Source: an optimization exercise on an open RTL-to-GDS flow (aim: a short achievable clock period and few clock cycles). Production flows keep margins and buffers that such runs may drop. In this exercise RTL edits were held to simulation tests only and were not proved equivalent to the original. Power is estimated from default activity; no workload was simulated.

==> design/flow/design.v <==
package cpu_pkg;
    localparam int WORD_W    = 16;
    localparam int REG_COUNT = 16;
    localparam int REG_IDX_W = $clog2(REG_COUNT);
    localparam int IADDR_W   = 11;   
    localparam int DADDR_W   = 11;   
    localparam int IMM_W     = 5;
    typedef logic signed [WORD_W-1:0] word_t;
    typedef logic [REG_IDX_W-1:0]     reg_idx_t;
    typedef logic [IADDR_W-1:0]       iaddr_t;
    typedef logic [DADDR_W-1:0]       daddr_t;
    localparam int OP_MSB   = 15;
    localparam int OP_LSB   = 13;
    localparam int RS_MSB   = 12;
    localparam int RS_LSB   = 9;
    localparam int RT_MSB   = 8;
    localparam int RT_LSB   = 5;
    localparam int RD_MSB   = 4;
    localparam int RD_LSB   = 1;
    localparam int IMM_MSB  = 4;
    localparam int IMM_LSB  = 0;
    localparam int JT_MSB   = 11;
    localparam int JT_LSB   = 1;
    localparam int FUNC_BIT = 0;     
    typedef enum logic [2:0] {
        OP_ADDSUB = 3'b000,
        OP_SLTMUL = 3'b001,
        OP_LW     = 3'b010,
        OP_SW     = 3'b011,
        OP_BEQ    = 3'b100,
        OP_J      = 3'b101
    } opcode_e;
    typedef enum logic [1:0] {
        ALU_ADD,
        ALU_SUB,
        ALU_SLT,
        ALU_MUL
    } alu_op_e;
    typedef enum logic [2:0] {
        S_FETCH,
        S_IWAIT,
        S_DECODE,
        S_EXECUTE,
        S_MUL_WAIT,
        S_MEM,
        S_MWAIT,
        S_WRITEBACK
    } cpu_state_e;
endpackage
module cpu_control (
    input  logic                clk,
    input  logic                rst_n,
    input  cpu_pkg::opcode_e    i_opcode,
    input  logic                i_func_bit,
    input  logic                i_rs_eq_rt,
    output cpu_pkg::cpu_state_e o_state,
    output cpu_pkg::alu_op_e    o_alu_op,
    output logic                o_wb_load,
    output logic                o_reg_we,
    output logic                o_dmem_we,
    output logic                o_branch_taken,
    output logic                o_jump,
    output logic                o_io_stall
);
    cpu_pkg::cpu_state_e state_q;
    cpu_pkg::cpu_state_e state_d;
    logic       is_rtype;
    logic       is_mem;
    logic       is_load;
    logic       retire;
    logic       stall_q;
    assign is_rtype = (i_opcode == cpu_pkg::OP_ADDSUB) || (i_opcode == cpu_pkg::OP_SLTMUL);
    assign is_mem   = (i_opcode == cpu_pkg::OP_LW) || (i_opcode == cpu_pkg::OP_SW);
    assign is_load  = (i_opcode == cpu_pkg::OP_LW);
    always_comb begin
        state_d = state_q;
        case (state_q)
            cpu_pkg::S_FETCH:    state_d = cpu_pkg::S_IWAIT;
            cpu_pkg::S_IWAIT:    state_d = cpu_pkg::S_DECODE;
            cpu_pkg::S_DECODE:   state_d = cpu_pkg::S_EXECUTE;
            cpu_pkg::S_EXECUTE: begin
                if (is_mem) begin
                    state_d = cpu_pkg::S_MEM;
                end else if (i_opcode == cpu_pkg::OP_SLTMUL && i_func_bit) begin
                    state_d = cpu_pkg::S_MUL_WAIT;      
                end else if (is_rtype) begin
                    state_d = cpu_pkg::S_WRITEBACK;
                end else begin
                    state_d = cpu_pkg::S_FETCH;         
                end
            end
            cpu_pkg::S_MUL_WAIT: state_d = cpu_pkg::S_WRITEBACK;
            cpu_pkg::S_MEM:      state_d = is_load ? cpu_pkg::S_MWAIT : cpu_pkg::S_WRITEBACK;
            cpu_pkg::S_MWAIT:    state_d = cpu_pkg::S_WRITEBACK;
            default:    state_d = cpu_pkg::S_FETCH;     
        endcase
    end
    always_ff @(posedge clk or negedge rst_n) begin
        if (!rst_n) begin
            state_q <= cpu_pkg::S_FETCH;
        end else begin
            state_q <= state_d;
        end
    end
    always_comb begin
        case (i_opcode)
            cpu_pkg::OP_ADDSUB: o_alu_op = i_func_bit ? cpu_pkg::ALU_SUB : cpu_pkg::ALU_ADD;
            cpu_pkg::OP_SLTMUL: o_alu_op = i_func_bit ? cpu_pkg::ALU_MUL : cpu_pkg::ALU_SLT;
            default:   o_alu_op = cpu_pkg::ALU_ADD;
        endcase
    end
    assign o_reg_we       = (state_q == cpu_pkg::S_WRITEBACK) && (is_rtype || is_load);
    assign o_dmem_we      = (state_q == cpu_pkg::S_MEM) && (i_opcode == cpu_pkg::OP_SW);
    assign o_branch_taken = (state_q == cpu_pkg::S_EXECUTE) && (i_opcode == cpu_pkg::OP_BEQ) && i_rs_eq_rt;
    assign o_jump         = (state_q == cpu_pkg::S_EXECUTE) && (i_opcode == cpu_pkg::OP_J);
    assign retire = (state_q == cpu_pkg::S_WRITEBACK) ||
                    ((state_q == cpu_pkg::S_EXECUTE) && !is_rtype && !is_mem);
    always_ff @(posedge clk or negedge rst_n) begin
        if (!rst_n) begin
            stall_q <= 1'b1;
        end else begin
            stall_q <= !retire;
        end
    end
    assign o_state    = state_q;
    assign o_wb_load  = is_load;
    assign o_io_stall = stall_q;
endmodule
module fetch_unit (
    input  logic                clk,
    input  logic                rst_n,
    input  cpu_pkg::cpu_state_e i_state,
    input  cpu_pkg::word_t      i_imem_data,
    input  logic                i_branch_taken,
    input  logic                i_jump,
    output cpu_pkg::iaddr_t     o_imem_addr,
    output cpu_pkg::word_t      o_instr
);
    cpu_pkg::iaddr_t           pc_q;
    cpu_pkg::word_t            instr_q;
    logic [cpu_pkg::IMM_W-1:0] imm;
    cpu_pkg::iaddr_t           imm_ext;
    assign imm     = instr_q[cpu_pkg::IMM_MSB:cpu_pkg::IMM_LSB];
    assign imm_ext = {{(cpu_pkg::IADDR_W-cpu_pkg::IMM_W){imm[cpu_pkg::IMM_W-1]}}, imm};
    always_ff @(posedge clk or negedge rst_n) begin
        if (!rst_n) begin
            pc_q <= '0;
        end else if (i_state == cpu_pkg::S_DECODE) begin
            pc_q <= pc_q + 1'b1;
        end else if (i_branch_taken) begin
            pc_q <= pc_q + imm_ext;      
        end else if (i_jump) begin
            pc_q <= instr_q[cpu_pkg::JT_MSB:cpu_pkg::JT_LSB];
        end
    end
    always_ff @(posedge clk or negedge rst_n) begin
        if (!rst_n) begin
            instr_q <= '0;
        end else if (i_state == cpu_pkg::S_DECODE) begin
            instr_q <= i_imem_data;
        end
    end
    assign o_imem_addr = pc_q;
    assign o_instr = (i_state == cpu_pkg::S_DECODE) ? i_imem_data : instr_q;
endmodule
module register_file (
    input  logic              clk,
    input  logic              rst_n,
    input  cpu_pkg::reg_idx_t i_rs_idx,
    input  cpu_pkg::reg_idx_t i_rt_idx,
    input  cpu_pkg::reg_idx_t i_rd_idx,
    input  logic              i_we,
    input  cpu_pkg::word_t    i_wdata,
    input  logic              i_read_en,
    output cpu_pkg::word_t    o_rs_data,
    output cpu_pkg::word_t    o_rt_data
);
    cpu_pkg::word_t regs [cpu_pkg::REG_COUNT];
    cpu_pkg::word_t rs_q;
    cpu_pkg::word_t rt_q;
    always_ff @(posedge clk or negedge rst_n) begin
        if (!rst_n) begin
            for (int i = 0; i < cpu_pkg::REG_COUNT; i++) begin
                regs[i] <= '0;
            end
        end else if (i_we) begin
            regs[i_rd_idx] <= i_wdata;
        end
    end
    always_ff @(posedge clk or negedge rst_n) begin
        if (!rst_n) begin
            rs_q <= '0;
            rt_q <= '0;
        end else if (i_read_en) begin
            rs_q <= regs[i_rs_idx];
            rt_q <= regs[i_rt_idx];
        end
    end
    assign o_rs_data = rs_q;
    assign o_rt_data = rt_q;
endmodule
module execute_unit (
    input  logic                      clk,
    input  logic                      rst_n,
    input  cpu_pkg::alu_op_e          i_alu_op,
    input  cpu_pkg::word_t            i_rs,
    input  cpu_pkg::word_t            i_rt,
    input  logic [cpu_pkg::IMM_W-1:0] i_imm,
    input  cpu_pkg::word_t            i_load_data,
    input  logic                      i_wb_load,
    output cpu_pkg::word_t            o_result,
    output cpu_pkg::daddr_t           o_dmem_addr,
    output logic                      o_rs_eq_rt
);
    logic [cpu_pkg::WORD_W-1:0]   pp_lo_q;        
    logic [cpu_pkg::WORD_W/2-1:0] pp_hi_q;        
    logic [cpu_pkg::WORD_W-1:0]   mul_lo;
    logic [cpu_pkg::WORD_W-1:0]   addr_sum;
    cpu_pkg::word_t               alu_val;
    cpu_pkg::word_t               result_q;
    always_ff @(posedge clk) begin
        pp_lo_q <= $unsigned(i_rs) * {{(cpu_pkg::WORD_W/2){1'b0}}, i_rt[cpu_pkg::WORD_W/2-1:0]};
        pp_hi_q <= i_rs[cpu_pkg::WORD_W/2-1:0] * i_rt[cpu_pkg::WORD_W-1:cpu_pkg::WORD_W/2];
    end
    assign mul_lo = pp_lo_q + {pp_hi_q, {(cpu_pkg::WORD_W/2){1'b0}}};
    always_comb begin
        case (i_alu_op)
            cpu_pkg::ALU_ADD: alu_val = i_rs + i_rt;
            cpu_pkg::ALU_SUB: alu_val = i_rs - i_rt;
            cpu_pkg::ALU_SLT: alu_val = {{(cpu_pkg::WORD_W-1){1'b0}}, (i_rs < i_rt)};    
            default: alu_val = mul_lo;
        endcase
    end
    always_ff @(posedge clk or negedge rst_n) begin
        if (!rst_n) begin
            result_q <= '0;
        end else begin
            result_q <= i_wb_load ? i_load_data : alu_val;
        end
    end
    assign addr_sum    = i_rs + {{(cpu_pkg::WORD_W-cpu_pkg::IMM_W){i_imm[cpu_pkg::IMM_W-1]}}, i_imm};
    assign o_dmem_addr = addr_sum[cpu_pkg::DADDR_W-1:0];
    assign o_rs_eq_rt = (i_rs == i_rt);
    assign o_result   = result_q;
endmodule
module cpu_top (
    input  logic            clk,
    input  logic            rst_n,
    input  cpu_pkg::word_t  i_imem_data,
    input  cpu_pkg::word_t  i_dmem_rdata,
    output cpu_pkg::iaddr_t o_imem_addr,
    output cpu_pkg::daddr_t o_dmem_addr,
    output logic            o_dmem_we,
    output cpu_pkg::word_t  o_dmem_wdata,
    output logic            o_io_stall
);
    cpu_pkg::cpu_state_e           state;
    cpu_pkg::alu_op_e              alu_op;
    cpu_pkg::opcode_e              opcode;
    cpu_pkg::word_t                instr;
    cpu_pkg::word_t                rs_data;
    cpu_pkg::word_t                rt_data;
    cpu_pkg::word_t                result;
    cpu_pkg::reg_idx_t             rs_idx;
    cpu_pkg::reg_idx_t             rt_idx;
    cpu_pkg::reg_idx_t             rd_idx;
    cpu_pkg::reg_idx_t             wr_idx;
    logic [cpu_pkg::IMM_W-1:0]     imm;
    logic                 wb_load;
    logic                 reg_we;
    logic                 branch_taken;
    logic                 jump;
    logic                 rs_eq_rt;
    logic                 read_en;
    assign opcode  = cpu_pkg::opcode_e'(instr[cpu_pkg::OP_MSB:cpu_pkg::OP_LSB]);
    assign rs_idx  = instr[cpu_pkg::RS_MSB:cpu_pkg::RS_LSB];
    assign rt_idx  = instr[cpu_pkg::RT_MSB:cpu_pkg::RT_LSB];
    assign rd_idx  = instr[cpu_pkg::RD_MSB:cpu_pkg::RD_LSB];
    assign imm     = instr[cpu_pkg::IMM_MSB:cpu_pkg::IMM_LSB];
    assign wr_idx  = wb_load ? rt_idx : rd_idx;     
    assign read_en = (state == cpu_pkg::S_DECODE);
    assign o_dmem_wdata = rt_data;
    cpu_control u_control (
        .clk            (clk),
        .rst_n          (rst_n),
        .i_opcode       (opcode),
        .i_func_bit     (instr[cpu_pkg::FUNC_BIT]),
        .i_rs_eq_rt     (rs_eq_rt),
        .o_state        (state),
        .o_alu_op       (alu_op),
        .o_wb_load      (wb_load),
        .o_reg_we       (reg_we),
        .o_dmem_we      (o_dmem_we),
        .o_branch_taken (branch_taken),
        .o_jump         (jump),
        .o_io_stall     (o_io_stall)
    );
    fetch_unit u_fetch (
        .clk            (clk),
        .rst_n          (rst_n),
        .i_state        (state),
        .i_imem_data    (i_imem_data),
        .i_branch_taken (branch_taken),
        .i_jump         (jump),
        .o_imem_addr    (o_imem_addr),
        .o_instr        (instr)
    );
    register_file u_regfile (
        .clk       (clk),
        .rst_n     (rst_n),
        .i_rs_idx  (rs_idx),
        .i_rt_idx  (rt_idx),
        .i_rd_idx  (wr_idx),
        .i_we      (reg_we),
        .i_wdata   (result),
        .i_read_en (read_en),
        .o_rs_data (rs_data),
        .o_rt_data (rt_data)
    );
    execute_unit u_execute (
        .clk         (clk),
        .rst_n       (rst_n),
        .i_alu_op    (alu_op),
        .i_rs        (rs_data),
        .i_rt        (rt_data),
        .i_imm       (imm),
        .i_load_data (i_dmem_rdata),
        .i_wb_load   (wb_load),
        .o_result    (result),
        .o_dmem_addr (o_dmem_addr),
        .o_rs_eq_rt  (rs_eq_rt)
    );
endmodule
==> design/flow/run.sh <==
#!/bin/bash
# synth_recipe.tcl (not shown) runs the flow's synth.tcl, then flattens the netlist and writes it again
# the make line also repeats each setting of config.mk as NAME=value (left out here)
make -C /OpenROAD-flow-scripts/flow DESIGN_CONFIG=/design/flow/config.mk WORK_HOME=/design/flow/orfs CLKGATE_MAP_FILE= SYNTH_SCRIPT=/design/flow/synth_recipe.tcl finish
==> design/flow/config.mk <==
export PLATFORM = sky130hd
export DESIGN_NAME = cpu_top
export DESIGN_NICKNAME = cpu_top
export VERILOG_FILES = /design/flow/design.v
export SDC_FILE = /design/flow/constraint.sdc
export NUM_CORES = 4
export LEC_CHECK = 0
export CAP_MARGIN = 20
export CORE_MARGIN = 2
export CORE_UTILIZATION = 40
export SLEW_MARGIN = 20
==> design/flow/constraint.sdc <==
create_clock -name core_clock -period 5.5 [get_ports {clk}]
set_input_delay 1.1000 -clock core_clock [delete_from_list [all_inputs] [get_ports {clk}]]
set_output_delay 1.1000 -clock core_clock [all_outputs]
set_load 0.01 [all_outputs]
==> metrics.md <==
| Metric | Value |
|---|---|
| Main synth FF type | `dfrtp_1` |
| Post-DR vias/cell | `6.51` |
| Top delay family on crit path | `buffers and inverters` |
| Instance count on the critical path | `15` |
| Fillers | `5763` |
| Fmax | `0.189 GHz` |
| Bufs and invs on worst path | `4` |
| Synthesized area per cell | `9.91 um2` |
| Sequential-to-total area share from yosys stat | `36.0%` |
| Initial antenna violation count | `5` |
| Clock sinks | `359` |
| Skew final | `0.0311 ns` |
| Largest net degree at the start of global routing | `107` |
| Setup-violating endpoint count in the final report | `0` |
| Final Hold Viols | `0` |
| DR iter-0 viols | `2956` |
| Most frequent cells in the layout | `dfrtp_1 (332), mux2_2 (238), nand2_1 (203)` |
| First-pass GRT wire length | `152 mm` |
| Outcome | `complete, no violations` |
| Layout Nets | `2774` |
| Synth warn | `5` |
| Gr ovfl total | `0` |
| Syn Inst Count | `2483` |
| CORE AREA | `60600 um2` |
| R2R Path End | `u_execute.pp_lo_q[14]` |
| Initial DRT Pass Iterations | `6` |
| Post-route ant nets | `0` |
| Cts bufs inserted | `44` |
| Max-slew headroom | `15.1%` |
| Crit path cell chain | `nor3b_4 > buf_4 > nor2_1 > a21oi_2 > inv_1 > ha_1 > a21o_1 > a21oi_1 > o21ai_0 > a21oi_1 > buf_4 > o21ai_0 > or4_1 > nand4_1 > clkdlybuf4s50_1` |
| CP peak stage delay | `0.54 ns` |
| Pleak | `12.5 nW` |
| DRC | `0` |
| Commonest non-fill, non-tap cell in the layout | `dfrtp_1` |
| CP endpoint | `o_dmem_addr[9]` |
| Max Buffers Root-to-Sink | `3` |
| Htree depth | `2` |
| Cts hold-fix bufs | `0` |
| Avg WL per Cell | `30.8 um` |
| Number of flops mapped to enable cells by yosys | `0` |
| Pre-CTS setup slack | `0.268 ns` |
| Worst r2r path cells | `19` |
| # Max-Cap Violations | `0` |
| Post-synth cell types | `86` |
| I/O Buffers | `73` |
| WP data arrival | `4.19 ns` |
| Worst min path class | `input pin to asynchronous set/reset pin` |
| TNS Setup | `0 ns` |
| Initial Util | `40.6%` |
| Crit end category | `output port` |
| RePlAce Congestion | `1.03` |
| CP Data Required Time | `4.40 ns` |
| Part of the cycle the worst path needs | `96.1%` |
| Startpoint types | `flop` |
| Root Driver | `clkbuf_16` |
| Pwr Density | `731 nW/um2` |
| Synthesized Nets | `2693` |
| Worst vdd ir | `0.000318 V` |
| DR vias | `22000` |
| Row Count | `90` |
| Critical-path maximum fanout | `10` |
| Final min period | `5.29 ns` |
| Slowest cell on the critical path | `clkdlybuf4s50_1` |
| Clk pin slew, worst setup/hold paths | `0.07 ns` |
| Mapped Area | `24600 um2` |
| Worst setup margin | `0.213 ns` |
| Synthesized flop and latch total | `359` |
| Ys async rst share | `93.3%` |
| Clock latency (worst-skew pair) | `0.59 ns` |
| Die H | `252 um` |
| Reg-to-Reg Start | `u_regfile.rt_q[2]` |
| Setup CP Type | `flop to output port` |
| Register area | `8870 um2` |
| CTS tree | `yes` |
| Final Max Tran Viols | `0` |
| Gr usage total | `32.7%` |
| Post-DP HPWL | `72.9 mm` |
| DIE WIDTH | `252 um` |
| Reg2reg setup slack | `0.93 ns` |
| CP Launch Point | `u_control.state_q[2]` |
| Die ar. | `63500 um2` |
| Vias in the first global route | `22000` |
| Layout cells sized above 1 | `19.8%` |
| I/O Pins | `74` |
| Area occupied by multi-input gates | `14600 um2` |
| Synth-to-Final Area Change | `14.5%` |
| Final core occ | `46.5%` |
| WL final | `104 mm` |
| Worst Max-Slew Pin Slew | `1.27 ns` |
## worst reg2reg max path: cells and delay by family (launching register included)
family	cells	cell delay (ns)
simple gates	2	0.29
flops	1	0.73
fa+ha+maj	5	1.66
xor+xnor	1	0.14
compound gates	5	0.99
buf+inv	6	0.66
## synth_stat cells, drive strengths merged, types with 7 or more instances
library cell,instances,area (um2)
clkbuf,110,413
xnor2,56,490
dfxtp,24,480
a31oi,22,138
a32oi,26,228
a221oi,25,219
fa,77,1540
xor2,18,158
buf,42,249
o221ai,13,114
mux2i,48,533
a21o,14,105
nand4,21,131
ha,99,1240
o31ai,7,52.6
o32ai,13,114
mux2,277,3230
a22o,19,166
or3,25,156
and3,16,100
nor2,152,571
nand2,205,774
o21a,14,113
a2111oi,12,105
nor2b,14,87.6
o22ai,35,219
and2,65,407
nor3b,8,65.1
a22oi,80,601
o211ai,16,120
nand3,59,295
a21oi,86,430
inv,153,574
o21ai,117,589
o311ai,10,87.6
a211oi,11,82.6
nor4,28,280
nor3,65,367
dfrtp,334,8360
## what timing repair did
action / CTS / global route
buffers inserted: 0 / 2
resized for setup: 0 / 7
setup endpoints to repair: 0 / 3
## routing by layer
| metal | share of wire, % | track usage, % | vias up | routed length [um] |
|---|---|---|---|---|
| met5 | 0.020 | 0 | - | 21 |
| met4 | 6.0 | 17.3 | 4 | 6230 |
| met3 | 10 | 8.17 | 355 | 10500 |
| met2 | 45 | 50.8 | 1341 | 46700 |
| met1 | 39 | 41.9 | 11100 | 40600 |
| li1 | - | - | 9201 | - |
## kinds of logic after synthesis
logic type,Yosys count,synth area share [%]
mux,326,15.4
fa+ha+maj,176,11.3
simple gates,678,13.8
xor+xnor,74,2.63
flops,359,36.0
compound gates,565,15.8
buf+inv,305,5.03
## power breakdown
part           switching (mW)  internal [mW]
logic                    8.12           4.48
registers                1.42           3.60
clock network            1.25           1.72
total                    10.8           9.79
## final cells by class
type	count	share of cell area (%)
Multi-Input combinational cell	1819	52.0
Clock buffer	62	4.54
Clock inverter	17	0.604
Inverter	153	2.04
Antenna cell	2	0.0178
Tap cell	782	3.48
Timing Repair Buffer	187	5.87
Sequential cell	359	31.5
## stage by stage
| stage | hold WS [ns] | instance area, um2 | total power [mW] | std cells |
|---|---|---|---|---|
| floorplan | 0.429 | 24600 | 11.8 | 2483 |
| global placement | 0.492 | 26700 | 17.0 | 3298 |
| detailed placement | 0.498 | 26700 | 17.1 | 3298 |
| CTS | 0.520 | 28100 | 20.2 | 3377 |
| global route | 0.540 | 28100 | 21.5 | 3379 |
| finish | 0.521 | 28200 | 20.6 | 3381 |
## how the worst min path moves through the flow
| stage | start | endpoint | slack, ns | cells past startpoint |
|---|---|---|---|---|
| floorplan | u_execute.pp_lo_q[2] | u_execute.result_q[2] | 0.43 | 2 |
| global placement | u_regfile.regs[3][0] | u_regfile.regs[3][0] | 0.49 | 1 |
| detailed placement | u_execute.pp_lo_q[2] | u_execute.result_q[2] | 0.50 | 2 |
| CTS | u_execute.pp_lo_q[2] | u_execute.result_q[2] | 0.52 | 2 |
| global route | u_regfile.regs[0][15] | u_regfile.regs[0][15] | 0.54 | 1 |
| finish | rst_n | u_regfile.regs[8][1] | 0.52 | 1 |
## flip-flops by register name, indices dropped and copies added, names as in the netlist
name                flops
u_control.stall_q       1
u_fetch.instr_q        16
u_execute.pp_lo_q      16
u_execute.pp_hi_q       8
u_regfile.rt_q         16
u_execute.result_q     16
u_regfile.rs_q         16
u_fetch.pc_q           11
u_control.state_q       3
u_regfile.regs        256
Testbench counts, summed over its fixed seeds: cycles 142,483.

==> re-timing with driven ports <==
In the flow no input, the clock included, has a driving cell. The finished layout below was timed again as built, in two steps.
Step 1 sets driving cells, clkbuf_16 on the clock port and buf_2 on the other inputs (assumed; they add their load-dependent delay and slew).
Step 2 adds t to the input delays and takes it off the output delays; t is the mean of the earliest and latest rising clock arrival at the registers after step 1. Input paths then give back, and output paths get back, about the clock's delay inside the block.
a / b / c = ideal ports / drivers / drivers and shift; a / b = the first two.
shift t [ns]: 0.645
slack for setup (ns): 0.213 / 0.147 / 0.253
worst slew at a driven data input, ns: 0.05
cell pins on the clock port's net: 1
After both steps setup and hold are still met in this run. The setup slack of this run moves by -0.066 ns with the drivers and by +0.040 ns with both steps.
